Source: an optimization exercise on an open RTL-to-GDS flow (aim: small area). Production flows keep margins and buffers that such runs may drop.
Function was checked by simulation only, so behaviour that the tests miss may differ from the original.
The flow treats the clock pin as an ideal source, which a real chip does not have.
Power figures rest on the tool's default switching activity, not on a simulated workload.

`flow/flow/run.sh`:
```
#!/bin/bash
# Own layout flow: the standard ORFS flow (standard.sh) with
#  - the register-file read slice (decode_stage_reg_rfbit) mapped by hand
#    to cells (flow/rfbit_cells.v, swapped in by flow/rfbit.tcl),
#  - an area-oriented ABC script for the rest of the combinational logic and
#    full adders only from extract_fa (registers are mapped by the unchanged
#    dfflibmap step, so they keep the standard synthesis's names and cells),
#  - the smallest buffer on each port,
#  - clock tree synthesis with sink clusters of up to 16 flip-flops, clkbuf_8
#    buffers and
#    no dummy loads.
# make's full output goes to flow_make.log here; ORFS keeps each step's log
# under orfs/logs.
set -euo pipefail
W=$PWD
rm -rf "$W/scripts_local"
cp -r "$FLOW_HOME/scripts" "$W/scripts_local"
cp "$W/flow/abc_area.script" "$W/scripts_local/abc_area.script"
sed -i 's/^  extract_fa {\*}\[dont_use_extract_fa_args\]$/  extract_fa -fa/' "$W/scripts_local/synth.tcl"
grep -q '^  extract_fa -fa$' "$W/scripts_local/synth.tcl"
bash standard.sh \
  SCRIPTS_DIR="$W/scripts_local" \
  SYNTH_CANONICALIZE_TCL="$W/flow/rfbit.tcl" \
  ABC_AREA=1 \
  "BUFFER_PORTS_ARGS=-buffer_cell sky130_fd_sc_hd__buf_1" \
  "CTS_ARGS=-sink_clustering_enable -repair_clock_nets -dont_use_dummy_load -sink_clustering_size 16 -sink_clustering_max_diameter 60 -buf_list {sky130_fd_sc_hd__clkbuf_8}" \
  finish > "$W/flow_make.log" 2>&1
```
`flow/flow/abc_area.script`:
```
&get -n
&st
&dch -f
&nf -a -R 1000
&put
```
`flow/flow/rfbit.tcl`:
```
# Sourced by ORFS's synthesis front end (SYNTH_CANONICALIZE_TCL): replaces
# the behavioural decode_stage_reg_rfbit with its cell-level mapping
# (rfbit_cells.v, generated by gen/rfbit_cells.py), which is flattened into
# the top like the behavioural module would be.
read_verilog -overwrite [file join [file dirname [info script]] rfbit_cells.v]
hierarchy -check -top $::env(DESIGN_NAME)
```
`flow/flow/rfbit_cells.v`:
```
// Generated by gen/rfbit_cells.py: decode_stage_reg_rfbit mapped to cells.
module decode_stage_reg_rfbit (d, s1, s2, alu, src_a, src_b, nrd1, nrd2, neq);
  input [31:0] d;
  input [31:0] s1;
  input [31:0] s2;
  input alu;
  input [2:0] src_a;
  input [2:0] src_b;
  output nrd1;
  output nrd2;
  output neq;
  wire g1_0;
  wire g1_1;
  wire g1_2;
  wire g1_3;
  wire g1_4;
  wire g1_5;
  wire g1_6;
  wire g1_7;
  wire g1_8;
  wire g1_9;
  wire g1_10;
  wire g2_0;
  wire g2_1;
  wire g2_2;
  wire g2_3;
  wire g2_4;
  wire g2_5;
  wire g2_6;
  wire g2_7;
  wire g2_8;
  wire g2_9;
  wire g2_10;
  wire h1_0;
  wire h1_1;
  wire h1_2;
  wire h2_0;
  wire h2_1;
  wire h2_2;
  wire rd1;
  wire rd2;
  wire nop1;
  wire nop2;
  sky130_fd_sc_hd__a222oi_1 c1 (.A1(d[0]), .A2(s1[0]), .B1(d[1]), .B2(s1[1]), .C1(d[2]), .C2(s1[2]), .Y(g1_0));
  sky130_fd_sc_hd__a222oi_1 c2 (.A1(d[3]), .A2(s1[3]), .B1(d[4]), .B2(s1[4]), .C1(d[5]), .C2(s1[5]), .Y(g1_1));
  sky130_fd_sc_hd__a222oi_1 c3 (.A1(d[6]), .A2(s1[6]), .B1(d[7]), .B2(s1[7]), .C1(d[8]), .C2(s1[8]), .Y(g1_2));
  sky130_fd_sc_hd__a222oi_1 c4 (.A1(d[9]), .A2(s1[9]), .B1(d[10]), .B2(s1[10]), .C1(d[11]), .C2(s1[11]), .Y(g1_3));
  sky130_fd_sc_hd__a222oi_1 c5 (.A1(d[12]), .A2(s1[12]), .B1(d[13]), .B2(s1[13]), .C1(d[14]), .C2(s1[14]), .Y(g1_4));
  sky130_fd_sc_hd__a222oi_1 c6 (.A1(d[15]), .A2(s1[15]), .B1(d[16]), .B2(s1[16]), .C1(d[17]), .C2(s1[17]), .Y(g1_5));
  sky130_fd_sc_hd__a222oi_1 c7 (.A1(d[18]), .A2(s1[18]), .B1(d[19]), .B2(s1[19]), .C1(d[20]), .C2(s1[20]), .Y(g1_6));
  sky130_fd_sc_hd__a222oi_1 c8 (.A1(d[21]), .A2(s1[21]), .B1(d[22]), .B2(s1[22]), .C1(d[23]), .C2(s1[23]), .Y(g1_7));
  sky130_fd_sc_hd__a222oi_1 c9 (.A1(d[24]), .A2(s1[24]), .B1(d[25]), .B2(s1[25]), .C1(d[26]), .C2(s1[26]), .Y(g1_8));
  sky130_fd_sc_hd__a222oi_1 c10 (.A1(d[27]), .A2(s1[27]), .B1(d[28]), .B2(s1[28]), .C1(d[29]), .C2(s1[29]), .Y(g1_9));
  sky130_fd_sc_hd__a22oi_1 c11 (.A1(d[30]), .A2(s1[30]), .B1(d[31]), .B2(s1[31]), .Y(g1_10));
  sky130_fd_sc_hd__nand4_1 c12 (.A(g1_0), .B(g1_1), .C(g1_2), .D(g1_3), .Y(h1_0));
  sky130_fd_sc_hd__nand4_1 c13 (.A(g1_4), .B(g1_5), .C(g1_6), .D(g1_7), .Y(h1_1));
  sky130_fd_sc_hd__nand3_1 c14 (.A(g1_8), .B(g1_9), .C(g1_10), .Y(h1_2));
  sky130_fd_sc_hd__nor3_1 c15 (.A(h1_0), .B(h1_1), .C(h1_2), .Y(nrd1));
  sky130_fd_sc_hd__inv_1 c16 (.A(nrd1), .Y(rd1));
  sky130_fd_sc_hd__a222oi_1 c17 (.A1(rd1), .A2(src_a[0]), .B1(alu), .B2(src_a[1]), .C1(d[0]), .C2(src_a[2]), .Y(nop1));
  sky130_fd_sc_hd__a222oi_1 c18 (.A1(d[0]), .A2(s2[0]), .B1(d[1]), .B2(s2[1]), .C1(d[2]), .C2(s2[2]), .Y(g2_0));
  sky130_fd_sc_hd__a222oi_1 c19 (.A1(d[3]), .A2(s2[3]), .B1(d[4]), .B2(s2[4]), .C1(d[5]), .C2(s2[5]), .Y(g2_1));
  sky130_fd_sc_hd__a222oi_1 c20 (.A1(d[6]), .A2(s2[6]), .B1(d[7]), .B2(s2[7]), .C1(d[8]), .C2(s2[8]), .Y(g2_2));
  sky130_fd_sc_hd__a222oi_1 c21 (.A1(d[9]), .A2(s2[9]), .B1(d[10]), .B2(s2[10]), .C1(d[11]), .C2(s2[11]), .Y(g2_3));
  sky130_fd_sc_hd__a222oi_1 c22 (.A1(d[12]), .A2(s2[12]), .B1(d[13]), .B2(s2[13]), .C1(d[14]), .C2(s2[14]), .Y(g2_4));
  sky130_fd_sc_hd__a222oi_1 c23 (.A1(d[15]), .A2(s2[15]), .B1(d[16]), .B2(s2[16]), .C1(d[17]), .C2(s2[17]), .Y(g2_5));
  sky130_fd_sc_hd__a222oi_1 c24 (.A1(d[18]), .A2(s2[18]), .B1(d[19]), .B2(s2[19]), .C1(d[20]), .C2(s2[20]), .Y(g2_6));
  sky130_fd_sc_hd__a222oi_1 c25 (.A1(d[21]), .A2(s2[21]), .B1(d[22]), .B2(s2[22]), .C1(d[23]), .C2(s2[23]), .Y(g2_7));
  sky130_fd_sc_hd__a222oi_1 c26 (.A1(d[24]), .A2(s2[24]), .B1(d[25]), .B2(s2[25]), .C1(d[26]), .C2(s2[26]), .Y(g2_8));
  sky130_fd_sc_hd__a222oi_1 c27 (.A1(d[27]), .A2(s2[27]), .B1(d[28]), .B2(s2[28]), .C1(d[29]), .C2(s2[29]), .Y(g2_9));
  sky130_fd_sc_hd__a22oi_1 c28 (.A1(d[30]), .A2(s2[30]), .B1(d[31]), .B2(s2[31]), .Y(g2_10));
  sky130_fd_sc_hd__nand4_1 c29 (.A(g2_0), .B(g2_1), .C(g2_2), .D(g2_3), .Y(h2_0));
  sky130_fd_sc_hd__nand4_1 c30 (.A(g2_4), .B(g2_5), .C(g2_6), .D(g2_7), .Y(h2_1));
  sky130_fd_sc_hd__nand3_1 c31 (.A(g2_8), .B(g2_9), .C(g2_10), .Y(h2_2));
  sky130_fd_sc_hd__nor3_1 c32 (.A(h2_0), .B(h2_1), .C(h2_2), .Y(nrd2));
  sky130_fd_sc_hd__inv_1 c33 (.A(nrd2), .Y(rd2));
  sky130_fd_sc_hd__a222oi_1 c34 (.A1(rd2), .A2(src_b[0]), .B1(alu), .B2(src_b[1]), .C1(d[0]), .C2(src_b[2]), .Y(nop2));
  sky130_fd_sc_hd__xor2_1 c35 (.A(nop1), .B(nop2), .X(neq));
endmodule
```
`flow/standard.sh`:
```
#!/bin/bash
# synth_recipe.tcl (not shown) runs the flow's synth.tcl, then flattens the netlist and writes it again
# the make line also repeats each setting of config.mk as NAME=value (left out here)
make -C /OpenROAD-flow-scripts/flow DESIGN_CONFIG=/design/flow/config.mk WORK_HOME=/design/flow/orfs CLKGATE_MAP_FILE= SYNTH_SCRIPT=/design/flow/synth_recipe.tcl "${@:-finish}"
```
`flow/config.mk`:
```
export PLATFORM = sky130hd
export DESIGN_NAME = decode_stage_reg
export DESIGN_NICKNAME = decode_stage_reg
export VERILOG_FILES = /design/flow/design.v
export SDC_FILE = /design/flow/constraint.sdc
export NUM_CORES = 4
export LEC_CHECK = 0
export CAP_MARGIN = 20
export CORE_MARGIN = 2
export CORE_UTILIZATION = 65
export SLEW_MARGIN = 20
```
`flow/constraint.sdc`:
```
create_clock -name core_clock -period 12.0 [get_ports {clk}]
set_input_delay 2.4000 -clock core_clock [delete_from_list [all_inputs] [get_ports {clk}]]
set_output_delay 2.4000 -clock core_clock [all_outputs]
set_load 0.01 [all_outputs]
```
`flow/design.v`:
```
module decode_stage_reg_rfbit (
  input  logic [31:0] d,
  input  logic [31:0] s1,
  input  logic [31:0] s2,
  input  logic        alu,
  input  logic [2:0]  src_a,
  input  logic [2:0]  src_b,
  output logic        nrd1,
  output logic        nrd2,
  output logic        neq
);
  logic rd1, rd2, op_a, op_b;
  assign rd1  = |(d & s1);
  assign rd2  = |(d & s2);
  assign nrd1 = ~rd1;
  assign nrd2 = ~rd2;
  assign op_a = (rd1 & src_a[0]) | (alu & src_a[1]) | (d[0] & src_a[2]);
  assign op_b = (rd2 & src_b[0]) | (alu & src_b[1]) | (d[0] & src_b[2]);
  assign neq  = op_a ^ op_b;
endmodule
module decode_stage_reg #(
  parameter int DATA_W = 32,
  parameter int CNT_W  = 16
) (
  input  logic              clk,
  input  logic              reset,
  input  logic [31:0]       instr_d,
  input  logic [DATA_W-1:0] pc_plus_4_d,
  input  logic              valid_d,
  input  logic              stall_d,
  input  logic              flush_e,
  input  logic              branch_ne_d,
  input  logic              reg_we_w,
  input  logic [4:0]        reg_write_addr_w,
  input  logic [DATA_W-1:0] reg_write_data_w,
  input  logic [DATA_W-1:0] alu_result_m,
  input  logic [1:0]        forward_a_d,
  input  logic [1:0]        forward_b_d,
  output logic              branch_cond_d,
  output logic [DATA_W-1:0] pc_branch_d,
  output logic [DATA_W-1:0] reg_data_1_e,
  output logic [DATA_W-1:0] reg_data_2_e,
  output logic [4:0]        rs_e,
  output logic [4:0]        rt_e,
  output logic [4:0]        rd_e,
  output logic [DATA_W-1:0] imm_e,
  output logic [DATA_W-1:0] shamt_e,
  output logic [DATA_W-1:0] pc_plus_4_e,
  output logic              valid_e,
  output logic [CNT_W-1:0]  bubble_count
);
  logic [4:0] w_rs, w_rt;
  assign w_rs = instr_d[25:21];
  assign w_rt = instr_d[20:16];
  logic [31:1]       r_wr;             
  logic [31:1][DATA_W-1:0] r_mem;     
  logic [31:1]       w_wdec;           
  logic [31:1]       w_live;           
  logic [31:1]       w_dec1, w_dec2;   
  always_comb begin
    for (int i = 1; i < 32; i++) begin
      w_wdec[i] = reg_we_w & (reg_write_addr_w == i[4:0]);
      w_live[i] = r_wr[i] & ~w_wdec[i];
      w_dec1[i] = (w_rs == i[4:0]);
      w_dec2[i] = (w_rt == i[4:0]);
    end
  end
  always_ff @(posedge clk or posedge reset) begin
    if (reset) r_wr <= '0;
    else       r_wr <= r_wr | w_wdec;
  end
  for (genvar i = 1; i < 32; i++) begin : g_reg
    logic [DATA_W-1:0] r_q;
    always_ff @(posedge clk) begin
      if (w_wdec[i]) r_q <= reg_write_data_w;
    end
    assign r_mem[i] = r_q;
  end
  logic [31:0] w_sel1, w_sel2;
  always_comb begin
    w_sel1[0] = reg_we_w & (reg_write_addr_w == w_rs) & (w_rs != 5'd0);
    w_sel2[0] = reg_we_w & (reg_write_addr_w == w_rt) & (w_rt != 5'd0);
    for (int i = 1; i < 32; i++) begin
      w_sel1[i] = w_dec1[i] & w_live[i];
      w_sel2[i] = w_dec2[i] & w_live[i];
    end
  end
  logic [2:0] w_src_a, w_src_b;
  assign w_src_a = {forward_a_d == 2'd2, forward_a_d == 2'd1,
                    forward_a_d == 2'd0 || forward_a_d == 2'd3};
  assign w_src_b = {forward_b_d == 2'd2, forward_b_d == 2'd1,
                    forward_b_d == 2'd0 || forward_b_d == 2'd3};
  logic [DATA_W-1:0] w_nrd1, w_nrd2, w_neq;
  for (genvar j = 0; j < DATA_W; j++) begin : g_bit
    logic [31:0] w_col;
    assign w_col[0] = reg_write_data_w[j];
    for (genvar i = 1; i < 32; i++) begin : g_col
      assign w_col[i] = r_mem[i][j];
    end
    decode_stage_reg_rfbit u_bit (
      .d    (w_col),
      .s1   (w_sel1),
      .s2   (w_sel2),
      .alu  (alu_result_m[j]),
      .src_a(w_src_a),
      .src_b(w_src_b),
      .nrd1 (w_nrd1[j]),
      .nrd2 (w_nrd2[j]),
      .neq  (w_neq[j])
    );
  end
  assign branch_cond_d = ~(|w_neq) ^ branch_ne_d;
  logic [15:0] w_aa, w_ab;
  logic [16:0] w_c;
  logic [13:0] w_hi, w_run;
  logic        w_gh, w_ph, w_flip;
  always_comb begin
    w_aa = pc_plus_4_d[17:2];
    w_ab = instr_d[15:0];
    pc_branch_d[1:0] = pc_plus_4_d[1:0];
    w_c[0] = 1'b0;
    for (int k = 0; k < 16; k++) begin
      pc_branch_d[k+2] = w_aa[k] ^ w_ab[k] ^ w_c[k];
      w_c[k+1]         = (w_aa[k] & w_ab[k]) | (w_c[k] & (w_aa[k] ^ w_ab[k]));
    end
    w_gh = 1'b0;
    w_ph = 1'b1;
    for (int k = 8; k < 16; k++) begin
      w_gh = (w_aa[k] & w_ab[k]) | ((w_aa[k] | w_ab[k]) & w_gh);
      w_ph = w_ph & (w_aa[k] | w_ab[k]);
    end
    w_flip = (w_gh | (w_ph & w_c[8])) ^ instr_d[15];
    w_hi   = pc_plus_4_d[31:18];
    w_run[0] = 1'b1;
    for (int k = 1; k < 14; k++) begin
      w_run[k] = w_run[k-1] & (w_hi[k-1] ^ instr_d[15]);
    end
    pc_branch_d[31:18] = w_hi ^ ({14{w_flip}} & w_run);
  end
  logic              w_bubble;
  logic              r_full;
  logic [DATA_W-1:0] r_reg_data_1;     
  logic [DATA_W-1:0] r_reg_data_2;
  logic [4:0]        r_rs;
  logic [4:0]        r_rt;
  logic [15:0]       r_imm;            
  logic [DATA_W-1:0] r_pc_plus_4;
  logic              r_valid;
  assign w_bubble = flush_e | stall_d;
  always_ff @(posedge clk or posedge reset) begin
    if (reset) r_full <= 1'b0;
    else       r_full <= ~w_bubble;
  end
  logic r_empty;
  always_ff @(posedge clk or posedge reset) begin
    if (reset) r_empty <= 1'b1;
    else       r_empty <= w_bubble;
  end
  always_ff @(posedge clk) begin
    r_reg_data_1 <= w_nrd1;
    r_reg_data_2 <= w_nrd2;
    r_rs         <= w_rs;
    r_rt         <= w_rt;
    r_imm        <= instr_d[15:0];
    r_pc_plus_4  <= pc_plus_4_d;
    r_valid      <= valid_d;
  end
  logic [15:0] w_imm_e;
  assign w_imm_e      = r_imm & {16{r_full}};
  assign reg_data_1_e = ~(r_reg_data_1 | {DATA_W{r_empty}});
  assign reg_data_2_e = ~(r_reg_data_2 | {DATA_W{r_empty}});
  assign rs_e         = r_rs & {5{r_full}};
  assign rt_e         = r_rt & {5{r_full}};
  assign rd_e         = w_imm_e[15:11];
  assign imm_e        = {{(DATA_W-16){w_imm_e[15]}}, w_imm_e};
  assign shamt_e      = {{(DATA_W-5){1'b0}}, w_imm_e[10:6]};
  assign pc_plus_4_e  = r_pc_plus_4 & {DATA_W{r_full}};
  assign valid_e      = r_valid & r_full;
  logic [CNT_W-1:0] r_bubble_count;
  always_ff @(posedge clk or posedge reset) begin
    if (reset) begin
      r_bubble_count <= {CNT_W{1'b0}};
    end else if (w_bubble && (r_bubble_count != {CNT_W{1'b1}})) begin
      r_bubble_count <= r_bubble_count + {{(CNT_W-1){1'b0}}, 1'b1};
    end
  end
  assign bubble_count = r_bubble_count;
endmodule
```
==> reports/results.md, run 1 <==
| Result | Reported |
| --- | --- |
| Result of the run | finished clean |
| Number of register bits inferred by synthesis | 1164 |
| Vias in the first global route | 35770 |
| Total DRC errors in the routed layout | 0 |
| Maximum clock frequency | 89.28 MHz |
| Portion of the post-synthesis area used by sequential elements | 0.7194 |
| Cell Rows | 98 |
| Fraction of registers with async set or reset after synthesis | 0.04210 |
| Vias | 36080 |
| Antenna violations before repair | 2 |
| Number of levels the H-tree was split into | 3 |
| Setup_tns | 0 ns |
| Crit-path most repeated cell | fa_1 |
| Overflow left after global routing | 0 |
| Peak supply drop | 0.0001411 V |
| Number of iterations in the first detailed-routing pass | 14 |
| Highest-count cells in the layout ignoring fill and taps | edfxtp_1, a222oi_1, buf_1 |
| Fraction of power consumed by the clock network | 0.257 |
| Critical Path Max Stage Delay | 0.66 ns |
| Fraction of synthesized area in multiplexers | 0.0002151 |
| Number of enable flip-flop cells after synthesis | 992 |
| Psw | 1776 uW |
| Cell-internal power | 5352 uW |
| Starting Density | 0.6533 |
| Post-synthesis cell area | 0.04654 mm^2 |
| Pin count of the biggest net entering global routing | 65 |
| Layout net count | 3574 |
| Global placement routability congestion | 0.9394 |
| CTS buffer count | 85 |
| Width of the die | 271.6 um |
| Number of distinct library cells after synthesis | 39 |
| Area share of fa/ha/maj cells after synthesis | 0.006022 |
| Layout Utilization | 0.7203 |
| TritonCTS clock tree | built |
| Die H | 271.6 um |
| Syn. warnings | 1 |
| Share of the clock period used by the worst path after layout | 0.9334 |
| Synth top area cells | edfxtp_1, a222oi_1, dfxtp_1 |
| Xor-xnor portion of the synthesized cell area | 0.01449 |
| Worst clock skew on the final layout | 0.05816 ns |
| Setup repair after global routing missed its margin | false |
| Proportion of netlist area held by the largest area contributor | 0.6401 |
| Detail Route Antenna Nets | 0 |
| Die Outline Area | 0.07376 mm^2 |
| GRT Overall Usage | 0.4483 |
| Standby leakage power | 0.01633 uW |
| Count of hold-fix buffers inserted at cts | 0 |
| Global-route wire length before repair | 236000 um |
| Pwr/cell area | 138.9 mW/mm^2 |
| Endpoint required time on the critical path | 9.60 ns |
| Commonest non-fill, non-tap cell in the layout | edfxtp_1 |
| Number of buffers on the longest clock path | 3 |
| DRC violation total after the first TritonRoute iteration | 9652 |
| Minimum clock period | 11.20 ns |
| Post-synthesis compound-gate area fraction | 0.1660 |
| Final hold violations | 0 |
| Combinational Power Share | 0.101 |
| Share of cells above drive strength 1 | 0.08905 |
| Insertion delay of the later-clocked pin in the worst-skew pair | 0.73 ns |
| Leading area contributor after synthesis | edfxtp_1 |
| Main combinational cell family by area after synthesis | compound AO/OA/AOI/OAI gates |
| CP endpoint kind | output port |
| Total setup buffers inserted after CTS | 0 |
| Via density per instance | 8.266 |
| Maximum fanout along the worst path | 5 |
| Post-Route WL | 168900 um |
| Cell with the largest stage delay on the worst path | or4b_1 |
| Area growth from synthesis to layout | 10.26% |
| Critical Path, Cell by Cell | buf_1, and2_0, fa_1, fa_1, fa_1, fa_1, fa_1, fa_1, fa_1, o221ai_1, nor3_1, a221o_1, o22ai_1, o21ai_0, or4b_1, nor3_1, nand3_1, nand2b_1, nor3_1, xor2_1, buf_1 |
| Routed len/inst | 38.70 um |
| Final-report setup violation count | 0 |
| I/O pin cnt | 369 |
| Register clock-pin slew on the reported worst setup and hold paths | 0.07 ns |
| Start-to-end type of the worst setup path | input port to output port |
| Portion of total power attributed to sequential cells | 0.642 |
| Data arrival time of the worst path | 8.80 ns |
| DP HPWL | 91870 um |
| Normalized max-slew margin | 0.05827 |
| Number of max-slew violations in the final report | 0 |
| Number of port buffers | 335 |
| Top FF cell, synth | edfxtp_1 |
| Sw Share | 0.2492 |
| Overall power | 7128 uW |
| Max-capacitance violation count | 0 |
| Core Region | 0.07124 mm^2 |
| Sinks on the clock net | 1164 |
| Worst hold path type | flip-flop to flip-flop |
| Post-cts sizing count | 0 |
| Transition time of the tightest slew-check pin | 1.400 ns |
| Worst setup SP type | input port |
| Mean Syn Cell Area | 16.11 um^2 |
| Simple-gate area share of the yosys netlist | 0.07719 |
| Synthesized instance count | 2888 |
| Root cell of the clock tree | clkbuf_8 |
layer usage:
metal | share of wire | global-route usage | up-vias
li1 | - | - | 14090
met3 | 0.18 | 0.1488 | 805
met1 | 0.30 | 0.5697 | 17160
met5 | 0 | 0.001284 | -
met4 | 0.086 | 0.3177 | 0
met2 | 0.43 | 0.6536 | 4021
state kept, by name, indices dropped and copies added (netlist names):
name / count
g.r_q: 992
r_pc_plus_4: 32
r_reg_data_1: 32
r_reg_data_2: 32
r_wr: 31
r_bubble_count: 16
r_imm: 16
r_rs: 5
r_rt: 5
r_empty: 1
r_full: 1
r_valid: 1
layout make-up:
cell class / count / area (um^2)
inverters: 97 / 365.4
repair buffers: 470 / 2273
diodes: 1 / 2.502
multi-input cells: 1598 / 12840
clock buffers: 85 / 1170
well taps: 950 / 1189
flip-flops and latches: 1164 / 33480
fillers: 4674 / 19920
Yosys cell counts, types with 14 or more instances:
| cell | number |
|---|---|
| a222oi_1 | 704 |
| a22oi_1 | 66 |
| and2_0 | 72 |
| buf_4 | 55 |
| clkinv_1 | 33 |
| dfrtp_1 | 48 |
| dfxtp_1 | 123 |
| edfxtp_1 | 992 |
| fa_1 | 14 |
| inv_1 | 64 |
| nand2_1 | 71 |
| nand2b_1 | 38 |
| nand3_1 | 74 |
| nand4_1 | 135 |
| nor2_1 | 108 |
| nor2b_1 | 16 |
| nor3_1 | 104 |
| nor4_1 | 31 |
| xnor2_1 | 22 |
| xor2_1 | 55 |
power groups by stage:
stage	clock, uW	sequential [uW]	combinational [uW]
2_1_floorplan	0	4650	338
3_3_place_gp	0	4660	661
3_5_place_dp	0	4660	681
4_1_cts	1820	4570	683
5_1_grt	1960	4590	742
6_report	1830	4580	717
kinds of logic after synthesis:
family,Yosys count
flip-flops,1164
AO/OA/AOI/OAI,799
AND/OR/NAND/NOR,680
buffers and inverters,152
XOR/XNOR,77
adder cells (fa/ha/maj),14
other,1
multiplexers,1
path summary, 6_finish.rpt:
kind | start | to | slack, ns | cells after the start
worst max-delay path | pc_plus_4_d[2] | pc_branch_d[31] | 0.80 | 21
worst min-delay path | r_wr[28] | r_wr[28] | 0.47 | 1
worst max register to register | r_wr[13] | r_reg_data_2[2] | 9.19 | 6
min in group asynchronous | reset | r_bubble_count[0] | 1.82 | 2
max in group asynchronous | reset | r_wr[5] | 9.58 | 2
worst min register to register | r_wr[28] | r_wr[28] | 0.47 | 1
per-stage QoR:
step	hold WS, ns	cells	setup slack, ns	area [um^2]
4_1_cts	0.4668	4364	0.7603	51310
6_report	0.4675	4365	0.7990	51320
5_1_grt	0.4790	4365	0.3759	51320
3_3_place_gp	0.4426	4279	1.042	50140
2_1_floorplan	0.4268	2914	1.573	46640
3_5_place_dp	0.4460	4279	0.7831	50140
critical path: cells and delay by family:
kind            cells  cell delay (ns)
fa+ha+maj           7             2.85
simple gates        7             2.18
compound gates      4             0.90
buf+inv             2             0.26
xor+xnor            1             0.19
==> run 2: changes to the inputs <==
--- a/flow/design.v
+++ b/flow/design.v
@@ -57,4 +57,2 @@
   logic [31:1]       w_wdec;           
-  logic [31:1]       w_live;           
-  logic [31:1]       w_dec1, w_dec2;   
   always_comb begin
@@ -62,5 +60,2 @@
       w_wdec[i] = reg_we_w & (reg_write_addr_w == i[4:0]);
-      w_live[i] = r_wr[i] & ~w_wdec[i];
-      w_dec1[i] = (w_rs == i[4:0]);
-      w_dec2[i] = (w_rt == i[4:0]);
     end
@@ -79,2 +74,4 @@
   logic [31:0] w_sel1, w_sel2;
+  logic [3:0]  w_hi1, w_hi2;    
+  logic [7:0]  w_lo1, w_lo2;    
   always_comb begin
@@ -82,5 +79,13 @@
     w_sel2[0] = reg_we_w & (reg_write_addr_w == w_rt) & (w_rt != 5'd0);
+    for (int k = 0; k < 4; k++) begin
+      w_hi1[k] = (w_rs[4:3] == k[1:0]) & ~w_sel1[0];
+      w_hi2[k] = (w_rt[4:3] == k[1:0]) & ~w_sel2[0];
+    end
+    for (int m = 0; m < 8; m++) begin
+      w_lo1[m] = (w_rs[2:0] == m[2:0]);
+      w_lo2[m] = (w_rt[2:0] == m[2:0]);
+    end
     for (int i = 1; i < 32; i++) begin
-      w_sel1[i] = w_dec1[i] & w_live[i];
-      w_sel2[i] = w_dec2[i] & w_live[i];
+      w_sel1[i] = w_hi1[i/8] & w_lo1[i%8] & r_wr[i];
+      w_sel2[i] = w_hi2[i/8] & w_lo2[i%8] & r_wr[i];
     end
==> reports/results.md, run 2 <==
| Result | Reported |
| --- | --- |
| Result of the run | finished clean |
| Core Region | 0.07027 mm^2 |
| Sw Share | 0.2512 |
| Root cell of the clock tree | clkbuf_8 |
| Critical Path, Cell by Cell | buf_1, xor2_1, nor4_1, nand3_1, a21oi_4, buf_4, nor3_1, and3_1, buf_4, a222oi_1, nand4_1, nor3_1, inv_1, a222oi_1, xor2_1, nor4_1, nand4_1, nor2_1, xor2_1, buf_1 |
| Crit path depth | 20 |
| Total setup buffers inserted after CTS | 0 |
| Mean Syn Cell Area | 16.49 um^2 |
| Combinational Power Share | 0.101 |
| Endpoint required time on the critical path | 9.60 ns |
| Crit-path most repeated cell | xor2_1 |
| Worst setup SP type | input port |
| TritonCTS clock tree | built |
| Fraction of registers with async set or reset after synthesis | 0.04210 |
| Overflow left after global routing | 0 |
| Cell with the largest stage delay on the worst path | nor3_1 |
| Insertion delay of the later-clocked pin in the worst-skew pair | 0.76 ns |
| Pwr/cell area | 140.3 mW/mm^2 |
| Normalized max-slew margin | 0.1980 |
| Worst path buffer plus inverter count | 5 |
| Max-capacitance violation count | 0 |
| Share of the clock period used by the worst path after layout | 0.9429 |
| Leading area contributor after synthesis | edfxtp_1 |
| Portion of the post-synthesis area used by sequential elements | 0.7239 |
| Detail Route Antenna Nets | 0 |
| Cell with the most instances after synthesis | edfxtp_1 |
| I/O pin cnt | 369 |
| Cell Rows | 97 |
| Count of hold-fix buffers inserted at cts | 0 |
| Commonest non-fill, non-tap cell in the layout | edfxtp_1 |
| Syn. warnings | 1 |
| Pin count of the biggest net entering global routing | 65 |
| Share of cells above drive strength 1 | 0.08353 |
| Final-report setup violation count | 0 |
| Path depth of the worst reg2reg path | 5 |
| Start-to-end type of the worst setup path | input port to output port |
| Synth top area cells | edfxtp_1, a222oi_1, dfxtp_1 |
| CTS buffer count | 85 |
| Vias | 35970 |
| DP HPWL | 101500 um |
| Number of iterations in the first detailed-routing pass | 15 |
| Peak supply drop | 0.0001488 V |
| Global placement routability congestion | 0.9766 |
| Number of distinct library cells after synthesis | 37 |
| CP endpoint kind | output port |
| Setup_tns | 0 ns |
| Setup repair after global routing missed its margin | false |
| Largest delay contributor family on the critical path | simple AND/OR/NAND/NOR gates |
| Final WS setup | 0.6857 ns |
| Die H | 270.7 um |
| Worst clock skew on the final layout | 0.09580 ns |
| Via density per instance | 8.400 |
| FILL cells | 4428 |
| Register clock-pin slew on the reported worst setup and hold paths | 0.07 ns |
| Data arrival time of the worst path | 8.91 ns |
| Maximum fanout along the worst path | 33 |
| Final hold violations | 0 |
| Standby leakage power | 0.01645 uW |
| Global-route wire length before repair | 237000 um |
| Area growth from synthesis to layout | 10.08% |
| Critical Path Max Stage Delay | 0.74 ns |
| Routed met2 length | 72980 um |
| Number of port buffers | 335 |
| Maximum clock frequency | 88.38 MHz |
| Width of the die | 270.7 um |
| Die Outline Area | 0.07330 mm^2 |
| Max reg flops | 992 |
| Worst hold path type | flip-flop to flip-flop |
| Synthesized instance count | 2805 |
| Number of max-slew violations in the final report | 0 |
| GRT Overall Usage | 0.4547 |
| Vias in the first global route | 34290 |
| Transition time of the tightest slew-check pin | 1.203 ns |
| DRC violation total after the first TritonRoute iteration | 10200 |
| Portion of total power attributed to sequential cells | 0.642 |
| Layout net count | 3500 |
| Top FF cell, synth | edfxtp_1 |
| Register bank with the most flops | g.r_q |
| Pre-CTS setup slack | 1.072 ns |
| Number of buffers on the longest clock path | 3 |
| Met1 Wirelength | 52730 um |
| Number of register bits inferred by synthesis | 1164 |
| Hold depth | 1 |
| Minimum clock period | 11.31 ns |
| Highest metal layer with signal wires | met5 |
| Psw | 1794 uW |
| Fraction of power consumed by the clock network | 0.257 |
| Starting Density | 0.6581 |
| Antenna violations before repair | 9 |
| Post-synthesis cell area | 0.04625 mm^2 |
| Sinks on the clock net | 1164 |
| Top cell types by occurrence after synthesis | edfxtp_1, a222oi_1, nand4_1 |
| Proportion of netlist area held by the largest area contributor | 0.6441 |
| Total DRC errors in the routed layout | 0 |
| Number of enable flip-flop cells after synthesis | 992 |
| Number of levels the H-tree was split into | 3 |
| Sum of met3 wire segment lengths after detailed routing | 31940 um |
| Routed len/inst | 39.97 um |
| Cell-internal power | 5348 uW |
| Post-cts sizing count | 0 |
| Highest-count cells in the layout ignoring fill and taps | edfxtp_1, a222oi_1, buf_1 |
| Post-Route WL | 171100 um |
==> run 2: kinds of logic after synthesis <==
group           Yosys count  synth area share
simple gates            623           0.07367
buf+inv                 131           0.01510
flops                  1164            0.7239
fa+ha+maj                14          0.006060
xor+xnor                 78           0.01477
other cells               1        0.00008108
compound gates          794            0.1664
==> run 2: final cells by class <==
class,instances,area [um^2],area share
Antenna cell,2,5.005,0.00009830
Inverter,76,286.5,0.005628
Multi-Input combinational cell,1536,12460,0.2447
Clock buffer,85,1170,0.02298
Sequential cell,1164,33480,0.6576
Timing Repair Buffer,479,2338,0.04593
Tap cell,940,1176,0.02310
==> run 2: power by group through the flow <==
| stage | Combinational [uW] | Sequential, uW | Clock (uW) |
|---|---|---|---|
| detailed placement | 673 | 4670 | 0 |
| global placement | 657 | 4670 | 0 |
| CTS | 677 | 4580 | 1830 |
| finish | 719 | 4590 | 1840 |
| floorplan | 320 | 4660 | 0 |
| global route | 734 | 4600 | 1950 |
==> run 2: stage by stage <==
stage          instance area, um^2  hold WS (ns)  instances    util  power (uW)
2_1_floorplan                46350        0.4493       2831       -        4982
5_1_grt                      50910        0.5196       4281  0.7245        7284
6_report                     50910        0.4965       4282  0.7245        7142
4_1_cts                      50890        0.4921       4280  0.7242        7085
3_5_place_dp                 49720        0.4738       4195  0.7076        5346
3_3_place_gp                 49720        0.4642       4195  0.7075        5322
==> run 2: worst paths after layout <==
check	endpoint	from	slack, ns
worst max register to register	r_reg_data_2[31]	r_wr[6]	8.84
worst min register to register	r_wr[27]	r_wr[27]	0.50
worst min-delay path	r_wr[27]	r_wr[27]	0.50
max in group asynchronous	r_wr[24]	reset	9.58
min in group asynchronous	r_wr[16]	reset	1.83
worst max-delay path	branch_cond_d	reg_write_addr_w[3]	0.69
==> run 2: layer usage <==
metal / vias up / track usage
met5: - / 0.002632
met4: 10 / 0.2899
met3: 796 / 0.1662
met2: 4020 / 0.6594
met1: 17250 / 0.5837
li1: 13890 / -
==> run 3: changes to the inputs <==
--- a/flow/flow/run.sh
+++ b/flow/flow/run.sh
@@ -7,6 +7,6 @@
 #    dfflibmap step, so they keep the standard synthesis's names and cells),
-#  - the smallest buffer on each port,
+#  - the smallest buffer on each port, and one tie cell for all the constant
+#    outputs (shamt_e[31:5]) instead of one each,
 #  - clock tree synthesis with sink clusters of up to 16 flip-flops, clkbuf_8
-#    buffers and
-#    no dummy loads.
+#    buffers and no dummy loads.
 # make's full output goes to flow_make.log here; ORFS keeps each step's log
@@ -24,2 +24,3 @@
   ABC_AREA=1 \
+  SKIP_REPAIR_TIE_FANOUT=1 \
   "BUFFER_PORTS_ARGS=-buffer_cell sky130_fd_sc_hd__buf_1" \
--- a/flow/config.mk
+++ b/flow/config.mk
@@ -9,3 +9,3 @@
 export CORE_MARGIN = 2
-export CORE_UTILIZATION = 65
+export CORE_UTILIZATION = 75
 export SLEW_MARGIN = 20
==> reports/results.md, run 3 <==
| Result | Reported |
| --- | --- |
| Result of the run | finished clean |
| Via density per instance | 8.878 |
| Share of cells above drive strength 1 | 0.08016 |
| Max reg flops | 992 |
| Total DRC errors in the routed layout | 0 |
| Worst-case hold slack | 0.4931 ns |
| Launch instance of the worst min-delay path | r_wr[28] |
| Endpoint required time on the critical path | 9.60 ns |
| Overflow left after global routing | 0 |
| Number of levels the H-tree was split into | 3 |
| Post-Route WL | 166400 um |
| Highest-count cells in the layout ignoring fill and taps | edfxtp_1, a222oi_1, buf_1 |
| FILL cells | 3140 |
| Pin count of the biggest net entering global routing | 65 |
| Post-route cell area | 0.05055 mm^2 |
| Maximum clock frequency | 88.76 MHz |
| Maximum fanout along the worst path | 33 |
| Number of port buffers | 335 |
| DRC violation total after the first TritonRoute iteration | 11260 |
| TritonCTS clock tree | built |
| Crit-path most repeated cell | xor2_1 |
| Worst clock skew on the final layout | 0.07594 ns |
| Starting Density | 0.7536 |
| Critical Path, Cell by Cell | buf_1, xor2_1, nor4_1, nand3_1, a21oi_4, buf_4, nor3_1, and3_1, buf_4, a222oi_1, nand4_1, nor3_1, inv_1, a222oi_1, xor2_1, nor4_1, nand4_1, nor2_1, xor2_1, buf_1 |
| Detail Route Antenna Nets | 0 |
| Pre-CTS setup slack | 1.044 ns |
| GRT Overall Usage | 0.5157 |
| Proportion of netlist area held by the largest area contributor | 0.6441 |
| Worst setup SP type | input port |
| Peak supply drop | 0.0001151 V |
| Syn. warnings | 1 |
| Leading area contributor after synthesis | edfxtp_1 |
| Pwr/cell area | 140.9 mW/mm^2 |
| Insertion delay of the later-clocked pin in the worst-skew pair | 0.75 ns |
| Vias in the first global route | 34950 |
| Cell with the largest stage delay on the worst path | and3_1 |
| Worst path buffer plus inverter count | 5 |
| Layout net count | 3466 |
| Number of distinct library cells after synthesis | 37 |
| Max-capacitance violation count | 0 |
| Minimum clock period | 11.27 ns |
| Number of iterations in the first detailed-routing pass | 17 |
| Setup repair after global routing missed its margin | false |
| Die Outline Area | 0.06367 mm^2 |
| Count of hold-fix buffers inserted at cts | 0 |
| Placed cell count | 4013 |
| Worst hold endpoint | r_wr[28] |
| Final non-filler cell total | 4105 |
| Synth top area cells | edfxtp_1, a222oi_1, dfxtp_1 |
| Final WS setup | 0.7339 ns |
| Vias | 36440 |
| Setup_tns | 0 ns |
| DP HPWL | 96140 um |
| Total setup buffers inserted after CTS | 0 |
| Post-cts sizing count | 0 |
| Final hold violations | 0 |
| Transition time of the tightest slew-check pin | 1.217 ns |
| Number of buffers on the longest clock path | 3 |
| Hold depth | 1 |
| Root cell of the clock tree | clkbuf_8 |
| Cell with the most instances after synthesis | edfxtp_1 |
| CTS buffer count | 83 |
| Cell area after placement | 0.04938 mm^2 |
| Share of the clock period used by the worst path after layout | 0.9388 |
| Final-report setup violation count | 0 |
| Worst hold path type | flip-flop to flip-flop |
| Post-synthesis cell area | 0.04625 mm^2 |
| Register clock-pin slew on the reported worst setup and hold paths | 0.10 ns |
| Mean Syn Cell Area | 16.49 um^2 |
| Data arrival time of the worst path | 8.87 ns |
| Routed len/inst | 40.54 um |
| Critical Path Max Stage Delay | 0.64 ns |
| Top FF cell, synth | edfxtp_1 |
| Number of register bits inferred by synthesis | 1164 |
| Reg-to-reg critical path endpoint | r_reg_data_2[14] |
| Standby leakage power | 0.01632 uW |
| Global-route wire length before repair | 231200 um |
| Number of enable flip-flop cells after synthesis | 992 |
| Largest delay contributor family on the critical path | simple AND/OR/NAND/NOR gates |
| Die H | 252.3 um |
| Global placement routability congestion | 0.9677 |
| Cell Rows | 91 |
| Area growth from synthesis to layout | 9.312% |
| Synthesized instance count | 2805 |
| Minimum setup slack among reg-to-reg paths | 9.10 ns |
| Commonest non-fill, non-tap cell in the layout | edfxtp_1 |
| Normalized max-slew margin | 0.1884 |
| Number of max-slew violations in the final report | 0 |
| Core Region | 0.06137 mm^2 |
| Antenna violations before repair | 11 |
| Portion of the post-synthesis area used by sequential elements | 0.7239 |
| Register bank with the most flops | g.r_q |
| CP endpoint kind | output port |
| Top cell types by occurrence after synthesis | edfxtp_1, a222oi_1, nand4_1 |
| Start-to-end type of the worst setup path | input port to output port |
| Reg-to-reg startpoint | r_wr[13] |
| Path depth of the worst reg2reg path | 5 |
| I/O pin cnt | 369 |
| Sinks on the clock net | 1164 |
| Fraction of registers with async set or reset after synthesis | 0.04210 |
| Width of the die | 252.3 um |
-- run 3: cell count changes in the layout (fill, tap and decap cells not counted), sizes merged --
cell / previous run / this run
conb: 27 / 1
clkbuf: 85 / 83
diode: 2 / 9
buf: 479 / 473
-- run 3: kinds of logic after synthesis --
kind of cell	after synthesis	share of synthesized area
and+or+nand+nor	623	0.07367
AOI/OAI and AO/OA	794	0.1664
DFF	1164	0.7239
other	1	0.00008108
buffers and inverters	131	0.01510
adders and majority gates	14	0.006060
xor gates and xnor gates	78	0.01477
-- run 3: worst max-delay path by stage --
stage | startpoint | endpoint | slack (ns) | cells after the start
after floorplan | pc_plus_4_d[2] | pc_branch_d[17] | 1.57 | 18
after global placement | pc_plus_4_d[2] | pc_branch_d[17] | 1.10 | 20
after detailed placement | instr_d[0] | pc_branch_d[17] | 1.04 | 20
after CTS | instr_d[0] | pc_branch_d[17] | 1.03 | 20
after global routing | reg_write_addr_w[3] | branch_cond_d | 0.69 | 20
final | reg_write_addr_w[3] | branch_cond_d | 0.73 | 20
-- run 3: final cells by class --
cell class | count | area [um^2] | share of cell area
clock buffers | 83 | 1142 | 0.02260
repair buffers | 473 | 2293 | 0.04537
inverters | 76 | 286.5 | 0.005668
multi-input cells | 1510 | 12340 | 0.2442
flip-flops and latches | 1164 | 33480 | 0.6622
well taps | 790 | 988.4 | 0.01955
diodes | 9 | 22.52 | 0.0004455
-- run 3: metal layers --
| metal | routed length [um] | part of all wire | up-vias | global-route usage |
|---|---|---|---|---|
| met5 | 88 | 0.00053 | - | 0.006950 |
| met4 | 15410 | 0.093 | 6 | 0.3750 |
| met3 | 35430 | 0.21 | 1005 | 0.2303 |
| met2 | 68800 | 0.41 | 4665 | 0.7222 |
| met1 | 46700 | 0.28 | 16910 | 0.6402 |
| li1 | - | - | 13850 | - |
-- run 3: power breakdown --
group	switching [uW]	internal, uW	total [uW]
clock network	1190	622	1810
registers	78.2	4510	4590
logic	522	199	721
-- run 3: stage by stage --
step,utilization,total power [uW]
3_3_place_gp,0.8047,5307
3_5_place_dp,0.8047,5340
6_report,0.8238,7123
2_1_floorplan,-,4982
4_1_cts,0.8233,7021
5_1_grt,0.8235,7227
==> run 4: changes to the inputs <==
--- a/flow/flow/run.sh
+++ b/flow/flow/run.sh
@@ -10,3 +10,5 @@
 #  - clock tree synthesis with sink clusters of up to 16 flip-flops, clkbuf_8
-#    buffers and no dummy loads.
+#    buffers and no dummy loads,
+#  - after clock tree synthesis, gates enlarged by the repair steps that now
+#    drive a single buffer set back to size 1 (flow/downsize.tcl).
 # make's full output goes to flow_make.log here; ORFS keeps each step's log
@@ -25,2 +27,3 @@
   SKIP_REPAIR_TIE_FANOUT=1 \
+  POST_CTS_TCL="$W/flow/downsize.tcl" \
   "BUFFER_PORTS_ARGS=-buffer_cell sky130_fd_sc_hd__buf_1" \
==> flow/flow/downsize.tcl (new file) <==
# Sourced after clock tree synthesis (POST_CTS_TCL): gates that the repair
# steps enlarged but that now drive a single buffer are set back to their
# smallest size; the buffer carries the load. Flip-flops, buffers,
# inverters of the clock tree and tie cells are left alone.
set downsized 0
set saved 0.0
foreach inst [get_cells *] {
  set ref [get_property $inst ref_name]
  if {![regexp {^(sky130_fd_sc_hd__[a-z0-9]+)_([0-9]+)$} $ref -> base size]} { continue }
  if {$size <= 1} { continue }
  if {[regexp {__(buf|clkbuf|clkinv|clkdly|dly|df|edf|sdf|dl|conb|tap|fill|decap|diode)} $base]} { continue }
  set small [get_lib_cells -quiet */${base}_1]
  if {[llength $small] == 0} { continue }
  set outs [get_pins -of_objects $inst -filter "direction==output"]
  if {[llength $outs] != 1} { continue }
  set net [get_nets -of_objects $outs]
  if {[llength [get_ports -quiet -of_objects $net]] != 0} { continue }
  set loads [get_pins -of_objects $net -filter "direction==input"]
  if {[llength $loads] != 1} { continue }
  set lref [get_property [get_cells -of_objects $loads] ref_name]
  if {![regexp {__(buf|clkbuf)_[0-9]+$} $lref]} { continue }
  set before [get_property [get_lib_cells */$ref] area]
  replace_cell $inst [lindex $small 0]
  set saved [expr {$saved + $before - [get_property [lindex $small 0] area]}]
  incr downsized
}
puts "downsize.tcl: $downsized gates set back to size 1, [format %.1f $saved] um2"
==> reports/results.md, run 4 <==
| Result | Reported |
| --- | --- |
| Path depth of the worst reg2reg path | 5 |
| Fraction of registers with async set or reset after synthesis | 0.04210 |
| Worst clock skew on the final layout | 0.07373 ns |
| Die Outline Area | 0.06367 mm^2 |
| Maximum fanout along the worst path | 33 |
| Worst hold path type | flip-flop to flip-flop |
| Synth top area cells | edfxtp_1, a222oi_1, dfxtp_1 |
| Leading area contributor after synthesis | edfxtp_1 |
| Register clock-pin slew on the reported worst setup and hold paths | 0.09 ns |
| I/O pin cnt | 369 |
| Area growth from synthesis to layout | 8.787% |
| Reg-to-reg critical path endpoint | r_reg_data_2[14] |
| Overflow left after global routing | 0 |
| Placed cell count | 4013 |
| Setup repair after global routing missed its margin | false |
| Top FF cell, synth | edfxtp_1 |
| Width of the die | 252.3 um |
| GRT Overall Usage | 0.5153 |
| Data arrival time of the worst path | 8.77 ns |
| Maximum clock frequency | 89.49 MHz |
| Share of the clock period used by the worst path after layout | 0.9312 |
| Final-report setup violation count | 0 |
| Number of distinct library cells after synthesis | 37 |
| Worst-case hold slack | 0.4913 ns |
| Minimum clock period | 11.17 ns |
| Number of iterations in the first detailed-routing pass | 17 |
| Setup_tns | 0 ns |
| Cell Rows | 91 |
| Post-Route WL | 166300 um |
| Top cell types by occurrence after synthesis | edfxtp_1, a222oi_1, nand4_1 |
| Vias in the first global route | 35020 |
| Cell with the most instances after synthesis | edfxtp_1 |
| Transition time of the tightest slew-check pin | 1.228 ns |
| Insertion delay of the later-clocked pin in the worst-skew pair | 0.74 ns |
| Share of cells above drive strength 1 | 0.06957 |
| Global placement routability congestion | 0.9677 |
| Final non-filler cell total | 4104 |
| Number of register bits inferred by synthesis | 1164 |
| DP HPWL | 96140 um |
| Final hold violations | 0 |
| DRC violation total after the first TritonRoute iteration | 11530 |
| Via density per instance | 8.868 |
| Endpoint required time on the critical path | 9.60 ns |
| Pwr/cell area | 141.3 mW/mm^2 |
| Mean Syn Cell Area | 16.49 um^2 |
| Result of the run | finished clean |
| Timing endpoint of the critical path | branch_cond_d |
| Detail Route Antenna Nets | 0 |
| Syn. warnings | 1 |
| Post-route cell area | 0.05031 mm^2 |
| Number of port buffers | 335 |
| Starting Density | 0.7536 |
| Core Region | 0.06137 mm^2 |
| Antenna violations before repair | 11 |
| Max reg flops | 992 |
| Max-capacitance violation count | 0 |
| Post-synthesis cell area | 0.04625 mm^2 |
| Worst setup SP type | input port |
| Cell area after placement | 0.04938 mm^2 |
| Number of max-slew violations in the final report | 0 |
| Total DRC errors in the routed layout | 0 |
| Peak supply drop | 0.0001143 V |
| Reg-to-reg startpoint | r_wr[13] |
| Portion of the post-synthesis area used by sequential elements | 0.7239 |
| Sinks on the clock net | 1164 |
| TritonCTS clock tree | built |
| Proportion of netlist area held by the largest area contributor | 0.6441 |
| Register bank with the most flops | g.r_q |
| Synthesized instance count | 2805 |
| Start-to-end type of the worst setup path | input port to output port |
| CP endpoint kind | output port |
| Number of enable flip-flop cells after synthesis | 992 |
| Start point of the critical path | reg_write_addr_w[3] |
| Overall power | 7110 uW |
| Highest-count cells in the layout ignoring fill and taps | edfxtp_1, a222oi_1, buf_1 |
| Die H | 252.3 um |
| Minimum setup slack among reg-to-reg paths | 9.04 ns |
| Vias | 36390 |
| Pin count of the biggest net entering global routing | 65 |
| Standby leakage power | 0.01631 uW |
| Commonest non-fill, non-tap cell in the layout | edfxtp_1 |
| Global-route wire length before repair | 231000 um |
| Routed len/inst | 40.51 um |
| Normalized max-slew margin | 0.1816 |
| Layout net count | 3466 |
run 4: cell counts after synthesis:
No cell type changed its count.
run 4: routing by layer:
| metal | routed length, um | up-vias | global-route usage |
|---|---|---|---|
| li1 | - | 13840 | - |
| met1 | 46510 | 16900 | 0.6393 |
| met2 | 68510 | 4636 | 0.7216 |
| met3 | 35620 | 1006 | 0.2294 |
| met4 | 15570 | 4 | 0.3765 |
| met5 | 69 | - | 0.006950 |
run 4: layout make-up:
cell class | count | area (um^2)
repair buffers | 473 | 2293
well taps | 790 | 988.4
inverters | 76 | 286.5
multi-input cells | 1510 | 12100
diodes | 8 | 20.02
clock buffers | 83 | 1142
fillers | 3190 | 11060
flip-flops and latches | 1164 | 33480
run 4: kinds of logic after synthesis:
logic type | after synthesis | synth area share
adder cells (fa/ha/maj) | 14 | 0.006060
AND/OR/NAND/NOR | 623 | 0.07367
XOR/XNOR | 78 | 0.01477
other | 1 | 0.00008108
AO/OA/AOI/OAI | 794 | 0.1664
buffers and inverters | 131 | 0.01510
flip-flops | 1164 | 0.7239
run 4: worst min path at each step:
stage / end / depth (start not counted) / slack, ns / from
2_1_floorplan: r_wr[10] / 1 / 0.45 / r_wr[10]
3_3_place_gp: r_wr[7] / 1 / 0.46 / r_wr[7]
3_5_place_dp: r_wr[13] / 1 / 0.47 / r_wr[13]
5_1_grt: r_wr[21] / 1 / 0.52 / r_wr[21]
6_report: r_wr[28] / 1 / 0.49 / r_wr[28]
run 4: worst max-delay path, stage by stage:
cell,delay [ns]
buf_1,0.51
xor2_1,0.14
nor4_1,0.31
nand3_1,0.19
a21oi_4,0.17
buf_4,0.50
nor3_1,0.24
and3_1,0.64
buf_4,0.44
a222oi_1,0.29
nand4_1,0.43
nor3_1,0.45
inv_1,0.09
a222oi_1,0.36
xor2_1,0.17
nor4_1,0.56
nand4_1,0.18
nor2_1,0.32
xor2_1,0.18
buf_1,0.16
run 4: power by group:
part	leakage [uW]	total (uW)	switching, uW	internal [uW]
clock network	0.000597	1800	1180	622
logic	0.00516	714	516	198
registers	0.0106	4590	78.7	4510
total	0.0163	7110	1780	5330
run 4: stage by stage:
stage                     setup WS (ns)    util
after global routing             0.6676  0.8196
final                            0.8259  0.8198
after detailed placement          1.044  0.8047
after global placement            1.097  0.8047
after floorplan                   1.573       -
==> run 5: changes to the inputs <==
--- a/flow/flow/run.sh
+++ b/flow/flow/run.sh
@@ -12,3 +12,5 @@
 #  - after clock tree synthesis, gates enlarged by the repair steps that now
-#    drive a single buffer set back to size 1 (flow/downsize.tcl).
+#    drive a single buffer set back to size 1 (flow/downsize.tcl), and an
+#    input port buffer that feeds a single further buffer takes that
+#    buffer's size in its place (flow/portbuf.tcl).
 # make's full output goes to flow_make.log here; ORFS keeps each step's log
@@ -27,3 +29,3 @@
   SKIP_REPAIR_TIE_FANOUT=1 \
-  POST_CTS_TCL="$W/flow/downsize.tcl" \
+  POST_CTS_TCL="$W/flow/post_cts.tcl" \
   "BUFFER_PORTS_ARGS=-buffer_cell sky130_fd_sc_hd__buf_1" \
==> flow/flow/portbuf.tcl (new file) <==
# Input ports whose buffer feeds only a second buffer: the second buffer is
# removed and the port's buffer takes its size, so each port keeps one buffer.
set merged 0
set saved 0.0
proc pb_loads {net} {
  set r {}
  foreach it [$net getITerms] { if {[$it isInputSignal]} { lappend r $it } }
  return $r
}
foreach bt [[ord::get_db_block] getBTerms] {
  if {[$bt getIoType] ne "INPUT"} { continue }
  set pnet [$bt getNet]
  if {$pnet eq "NULL"} { continue }
  set l1 [pb_loads $pnet]
  if {[llength $l1] != 1} { continue }
  set pb [[lindex $l1 0] getInst]
  if {![regexp {__buf_1$} [[$pb getMaster] getName]]} { continue }
  set n1 ""
  foreach it [$pb getITerms] { if {[$it isOutputSignal]} { set n1 [$it getNet] } }
  if {$n1 eq "" || $n1 eq "NULL"} { continue }
  if {[llength [$n1 getBTerms]] != 0} { continue }
  set l2 [pb_loads $n1]
  if {[llength $l2] != 1} { continue }
  set b2 [[lindex $l2 0] getInst]
  set ref2 [[$b2 getMaster] getName]
  if {![regexp {__buf_[0-9]+$} $ref2]} { continue }
  set big [lindex [get_lib_cells */$ref2] 0]
  set a0 [expr {[get_property [get_lib_cells */[[$pb getMaster] getName]] area] + [get_property $big area]}]
  remove_buffers [get_cells [$b2 getName]]
  replace_cell [get_cells [$pb getName]] $big
  set saved [expr {$saved + $a0 - [get_property $big area]}]
  incr merged
}
puts "portbuf.tcl: $merged input buffer pairs merged, [format %.1f $saved] um2"
==> flow/flow/post_cts.tcl (new file) <==
# POST_CTS_TCL hook: area clean-ups after clock tree synthesis, then the
# placement is legalised again.
source [file join [file dirname [info script]] downsize.tcl]
source [file join [file dirname [info script]] portbuf.tcl]
detailed_placement
check_placement -verbose
==> reports/results.md, run 5 <==
| Result | Reported |
| --- | --- |
| Die H | 252.3 um |
| Post-Route WL | 166600 um |
| Fraction of registers with async set or reset after synthesis | 0.04210 |
| Worst clock skew on the final layout | 0.07720 ns |
| Placed cell count | 4013 |
| TritonCTS clock tree | built |
| Number of enable flip-flop cells after synthesis | 992 |
| Area used by sequential logic in the layout | 0.03348 mm^2 |
| Setup repair after global routing missed its margin | false |
| I/O pin cnt | 369 |
| Mean Syn Cell Area | 16.49 um^2 |
| Highest-count cells in the layout ignoring fill and taps | edfxtp_1, a222oi_1, buf_1 |
| Number of iterations in the first detailed-routing pass | 17 |
| Vias | 36320 |
| Number of distinct library cells after synthesis | 37 |
| Max reg flops | 992 |
| Maximum fanout along the worst path | 33 |
| Die Outline Area | 0.06367 mm^2 |
| Setup_tns | 0 ns |
| Worst setup SP type | input port |
| Layout Utilization | 0.8182 |
| Global placement routability congestion | 0.9677 |
| Max-capacitance violation count | 0 |
| Final-report setup violation count | 0 |
| Pwr/cell area | 141.6 mW/mm^2 |
| Share of the clock period used by the worst path after layout | 0.9472 |
| Data arrival time of the worst path | 8.97 ns |
| GRT Overall Usage | 0.5159 |
| Commonest non-fill, non-tap cell in the layout | edfxtp_1 |
| Top cell types by occurrence after synthesis | edfxtp_1, a222oi_1, nand4_1 |
| Final non-filler cell total | 4078 |
| Reg-to-reg critical path endpoint | r_reg_data_2[14] |
| Register bank with the most flops | g.r_q |
| Launch instance of the worst min-delay path | r_wr[28] |
| Peak supply drop | 0.0001143 V |
| Final WS setup | 0.6336 ns |
| Cell with the most instances after synthesis | edfxtp_1 |
| Cell Rows | 91 |
| Pre-CTS setup slack | 1.044 ns |
| Minimum clock period | 11.37 ns |
| Portion of the post-synthesis area used by sequential elements | 0.7239 |
| Pin count of the biggest net entering global routing | 65 |
| Synthesized instance count | 2805 |
| Vias in the first global route | 34850 |
| Start-to-end type of the worst setup path | input port to output port |
| Overflow left after global routing | 0 |
| Final hold violations | 0 |
| Insertion delay of the later-clocked pin in the worst-skew pair | 0.75 ns |
| Footprint of the multi-input gates | 0.01210 mm^2 |
| Maximum clock frequency | 87.98 MHz |
| Register clock-pin slew on the reported worst setup and hold paths | 0.09 ns |
| Worst hold path type | flip-flop to flip-flop |
| Number of register bits inferred by synthesis | 1164 |
| Antenna violations before repair | 13 |
| Result of the run | finished clean |
| Leading area contributor after synthesis | edfxtp_1 |
| DP HPWL | 96140 um |
| Synth top area cells | edfxtp_1, a222oi_1, dfxtp_1 |
| Path depth of the worst reg2reg path | 5 |
| Minimum setup slack among reg-to-reg paths | 9.09 ns |
| Transition time of the tightest slew-check pin | 1.189 ns |
| Endpoint required time on the critical path | 9.60 ns |
| Via density per instance | 8.905 |
| Worst hold endpoint | r_wr[28] |
| Standby leakage power | 0.01628 uW |
| Total DRC errors in the routed layout | 0 |
| Sinks on the clock net | 1164 |
| Share of cells above drive strength 1 | 0.07012 |
| Area growth from synthesis to layout | 8.576% |
| Hold depth | 1 |
| Layout net count | 3440 |
| Proportion of netlist area held by the largest area contributor | 0.6441 |
| Width of the die | 252.3 um |
| Starting Density | 0.7536 |
| Core Region | 0.06137 mm^2 |
| Reg-to-reg startpoint | r_wr[13] |
| DRC violation total after the first TritonRoute iteration | 10760 |
| Number of port buffers | 335 |
| Routed len/inst | 40.85 um |
| Post-synthesis cell area | 0.04625 mm^2 |
| Number of max-slew violations in the final report | 0 |
| Detail Route Antenna Nets | 0 |
| Top FF cell, synth | edfxtp_1 |
| Syn. warnings | 1 |
| FILL cells | 3202 |
| Normalized max-slew margin | 0.2074 |
| Global-route wire length before repair | 231200 um |
| CP endpoint kind | output port |
-- run 5: logic make-up after synthesis --
| kind of cell | count (synthesis) | share of synthesized area |
|---|---|---|
| AO/OA/AOI/OAI | 794 | 0.1664 |
| XOR/XNOR | 78 | 0.01477 |
| adder cells (fa/ha/maj) | 14 | 0.006060 |
| buffers and inverters | 131 | 0.01510 |
| flip-flops | 1164 | 0.7239 |
| other | 1 | 0.00008108 |
| AND/OR/NAND/NOR | 623 | 0.07367 |
-- run 5: metal layers --
metal	GRT usage	up-vias	routed length (um)	part of all wire
met4	0.3750	12	15810	0.095
li1	-	13810	-	-
met1	0.6389	16760	46340	0.28
met2	0.7231	4674	68800	0.41
met5	0.01081	-	128	0.00077
met3	0.2309	1062	35500	0.21
-- run 5: worst max-delay path by stage --
stage | depth (start not counted) | startpoint | endpoint
floorplan | 18 | pc_plus_4_d[2] | pc_branch_d[17]
global placement | 20 | pc_plus_4_d[2] | pc_branch_d[17]
detailed placement | 20 | instr_d[0] | pc_branch_d[17]
global route | 20 | reg_write_addr_w[3] | branch_cond_d
finish | 20 | reg_write_addr_w[3] | branch_cond_d
-- run 5: power by group --
| group | total (uW) | switching [uW] | internal [uW] |
|---|---|---|---|
| clock | 1810 | 1180 | 622 |
| sequential | 4590 | 78.5 | 4510 |
| combinational | 712 | 516 | 196 |
-- run 5: critical path, cell delays in order --
cell and delay (ns):
buf_1 0.50, xor2_1 0.14, nor4_1 0.32, nand3_1 0.19
a21oi_4 0.17, buf_4 0.52, nor3_1 0.26, and3_1 0.64
buf_4 0.43, a222oi_1 0.35, nand4_1 0.51, nor3_1 0.48
inv_1 0.09, a222oi_1 0.38, xor2_1 0.18, nor4_1 0.52
nand4_1 0.19, nor2_1 0.33, xor2_1 0.18, buf_1 0.17
-- run 5: metrics by stage --
stage	instance area [um^2]	hold WS, ns	power [uW]
2_1_floorplan	46250	0.4493	4982
3_3_place_gp	49380	0.4637	5307
3_5_place_dp	49380	0.4727	5340
5_1_grt	50200	0.5153	7221
6_report	50210	0.4906	7109
-- run 5: area by class of cell --
class	count	area share
antenna	8	0.0003987
clock buffer	83	0.02275
inverter	76	0.005706
multi-input combinational	1510	0.2410
sequential	1164	0.6667
tap	790	0.01968
timing repair buffer	447	0.04373
==> run 6: changes to the inputs <==
--- a/flow/flow/run.sh
+++ b/flow/flow/run.sh
@@ -12,5 +12,6 @@
 #  - after clock tree synthesis, gates enlarged by the repair steps that now
-#    drive a single buffer set back to size 1 (flow/downsize.tcl), and an
-#    input port buffer that feeds a single further buffer takes that
-#    buffer's size in its place (flow/portbuf.tcl).
+#    drive a single buffer set back to size 1 (flow/downsize.tcl); then a
+#    gate or input port buffer whose only load is a buffer takes that
+#    buffer's drive strength in its place when that is smaller
+#    (flow/merge.tcl).
 # make's full output goes to flow_make.log here; ORFS keeps each step's log
==> flow/flow/merge.tcl (new file) <==
# A gate or input port buffer whose only load is a buffer (inserted by the
# repair steps) takes over that buffer's drive: the buffer is removed and the
# driver becomes the variant with the buffer's drive strength, when that is
# smaller than the two cells together. Each input port keeps one buffer.
set merged 0
set saved 0.0
proc mg_loads {net} {
  set r {}
  foreach it [$net getITerms] { if {[$it isInputSignal]} { lappend r $it } }
  return $r
}
proc mg_area {name} { return [get_property [lindex [get_lib_cells */$name] 0] area] }
foreach g [[ord::get_db_block] getInsts] {
  set gref [[$g getMaster] getName]
  if {![regexp {^(sky130_fd_sc_hd__[a-z0-9]+)_([0-9]+)$} $gref -> base size]} { continue }
  if {[regexp {__(clkbuf|clkinv|clkdly|dly|df|edf|sdf|dl|conb|tap|fill|decap|diode)} $base]} { continue }
  set outs {}
  foreach it [$g getITerms] { if {[$it isOutputSignal]} { lappend outs $it } }
  if {[llength $outs] != 1} { continue }
  set n1 [[lindex $outs 0] getNet]
  if {$n1 eq "NULL" || [llength [$n1 getBTerms]] != 0} { continue }
  set l [mg_loads $n1]
  if {[llength $l] != 1} { continue }
  set b [[lindex $l 0] getInst]
  set bref [[$b getMaster] getName]
  if {![regexp {__buf_([0-9]+)$} $bref -> bsize]} { continue }
  if {$bsize <= $size} { continue }
  set big ${base}_${bsize}
  if {[llength [get_lib_cells -quiet */$big]] == 0} { continue }
  set before [expr {[mg_area $gref] + [mg_area $bref]}]
  set after [mg_area $big]
  if {$after >= $before} { continue }
  remove_buffers [get_cells [$b getName]]
  replace_cell [get_cells [$g getName]] [lindex [get_lib_cells */$big] 0]
  set saved [expr {$saved + $before - $after}]
  incr merged
}
puts "merge.tcl: $merged driver and buffer pairs merged, [format %.1f $saved] um2"
==> flow/flow/post_cts.tcl (replaced) <==
# POST_CTS_TCL hook: area clean-ups after clock tree synthesis, then the
# placement is legalised again.
source [file join [file dirname [info script]] downsize.tcl]
source [file join [file dirname [info script]] merge.tcl]
detailed_placement
check_placement -verbose
removed: flow/flow/portbuf.tcl
==> reports/results.md, run 6 <==
| Result | Reported |
| --- | --- |
| Worst clock skew on the final layout | 0.08788 ns |
| Top FF cell, synth | edfxtp_1 |
| Number of max-slew violations in the final report | 0 |
| Footprint of the multi-input gates | 0.01241 mm^2 |
| Share of the clock period used by the worst path after layout | 0.9184 |
| Antenna violations before repair | 11 |
| I/O pin cnt | 369 |
| Leading area contributor after synthesis | edfxtp_1 |
| Peak supply drop | 0.0001150 V |
| Final WS setup | 0.9792 ns |
| Sinks on the clock net | 1164 |
| Normalized max-slew margin | 0.2099 |
| Detail Route Antenna Nets | 0 |
| Total DRC errors in the routed layout | 0 |
| DP HPWL | 96140 um |
| Portion of the post-synthesis area used by sequential elements | 0.7239 |
| Vias in the first global route | 34070 |
| Pwr/cell area | 142.3 mW/mm^2 |
| Worst hold path type | flip-flop to flip-flop |
| Final-report setup violation count | 0 |
| Layout net count | 3337 |
| Data arrival time of the worst path | 8.62 ns |
| Synthesized instance count | 2805 |
| Reg-to-reg critical path endpoint | r_reg_data_2[2] |
| Proportion of netlist area held by the largest area contributor | 0.6441 |
| Max reg flops | 992 |
| Cell area after placement | 0.04938 mm^2 |
| Synth top area cells | edfxtp_1, a222oi_1, dfxtp_1 |
| Post-synthesis cell area | 0.04625 mm^2 |
| Insertion delay of the later-clocked pin in the worst-skew pair | 0.74 ns |
| Hold depth | 1 |
| Number of port buffers | 335 |
| Core Region | 0.06137 mm^2 |
| Number of enable flip-flop cells after synthesis | 992 |
| Die H | 252.3 um |
| Routed len/inst | 41.96 um |
| Start point of the critical path | reg_write_addr_w[3] |
| Final hold violations | 0 |
| Area used by sequential logic in the layout | 0.03348 mm^2 |
| Die Outline Area | 0.06367 mm^2 |
| Minimum clock period | 11.02 ns |
| Maximum clock frequency | 90.74 MHz |
| Maximum fanout along the worst path | 33 |
| Transition time of the tightest slew-check pin | 1.183 ns |
| Starting Density | 0.7536 |
| Max-capacitance violation count | 0 |
| Cell Rows | 91 |
| Result of the run | finished clean |
| Via density per instance | 9.078 |
| DRC violation total after the first TritonRoute iteration | 12420 |
| Worst hold endpoint | r_wr[13] |
| Final non-filler cell total | 3976 |
| Area growth from synthesis to layout | 7.978% |
| Number of register bits inferred by synthesis | 1164 |
| Endpoint required time on the critical path | 9.60 ns |
| Top cell types by occurrence after synthesis | edfxtp_1, a222oi_1, nand4_1 |
| Pin count of the biggest net entering global routing | 65 |
| Syn. warnings | 1 |
| Share of cells above drive strength 1 | 0.07365 |
| CP endpoint kind | output port |
| Reg-to-reg startpoint | r_wr[13] |
| Setup repair after global routing missed its margin | false |
| Register bank with the most flops | g.r_q |
| Fraction of registers with async set or reset after synthesis | 0.04210 |
| Placed cell count | 4013 |
| Global placement routability congestion | 0.9677 |
| Register clock-pin slew on the reported worst setup and hold paths | 0.09 ns |
| Highest-count cells in the layout ignoring fill and taps | edfxtp_1, a222oi_1, buf_1 |
| Launch instance of the worst min-delay path | r_wr[13] |
| Start-to-end type of the worst setup path | input port to output port |
run 6: through the flow:
| stage | utilization | power (uW) |
|---|---|---|
| global placement | 0.8047 | 5307 |
| floorplan | - | 4982 |
| global route | 0.8135 | 7218 |
| detailed placement | 0.8047 | 5340 |
| finish | 0.8137 | 7108 |
run 6: logic make-up after synthesis:
logic type                 synth area share
other                            0.00008108
AOI/OAI and AO/OA                    0.1664
buffers and inverters               0.01510
DFF                                  0.7239
adders and majority gates          0.006060
and+or+nand+nor                     0.07367
xor gates and xnor gates            0.01477
run 6: report_power, final:
| group | total, uW | internal (uW) | switching (uW) |
|---|---|---|---|
| registers | 4600 | 4510 | 82.9 |
| logic | 712 | 194 | 518 |
| clock network | 1800 | 622 | 1180 |
| total | 7110 | 5330 | 1780 |
run 6: cell type report:
class / count / area share
Sequential cell: 1164 / 0.6704
Multi-Input combinational cell: 1510 / 0.2484
Timing Repair Buffer: 344 / 0.03232
Clock buffer: 83 / 0.02288
Tap cell: 790 / 0.01979
Inverter: 76 / 0.005738
Antenna cell: 9 / 0.0004510
run 6: critical path, cell delays in order:
cell      delay, ns
buf_1          0.51
xor2_1         0.14
nor4_1         0.32
nand3_1        0.19
a21oi_4        0.18
buf_4          0.53
nor3_1         0.29
and3_2         0.50
buf_4          0.34
a222oi_1       0.34
nand4_1        0.42
nor3_1         0.46
inv_1          0.09
a222oi_1       0.36
xor2_1         0.18
nor4_1         0.56
nand4_1        0.17
nor2_1         0.27
xor2_1         0.17
buf_1          0.16
run 6: how the worst max path moves through the flow:
stage | depth (start not counted) | end
after floorplan | 18 | pc_branch_d[17]
after global placement | 20 | pc_branch_d[17]
after detailed placement | 20 | pc_branch_d[17]
after global routing | 20 | pc_branch_d[17]
final | 20 | branch_cond_d
run 6: per-layer routing:
layer	track usage	share of wire	up-vias
met5	0.003089	0.00083	-
met2	0.7243	0.41	4710
li1	-	-	13590
met3	0.2289	0.21	966
met4	0.3550	0.090	8
met1	0.6452	0.28	16820

Setup slack of run 6, layout unchanged: 0.979 ns with ideal ports, 0.907 ns with driving cells assumed (clock clkbuf_16, inputs buf_2), 0.907 ns with port delays also shifted by the 0.760 ns mid clock arrival.
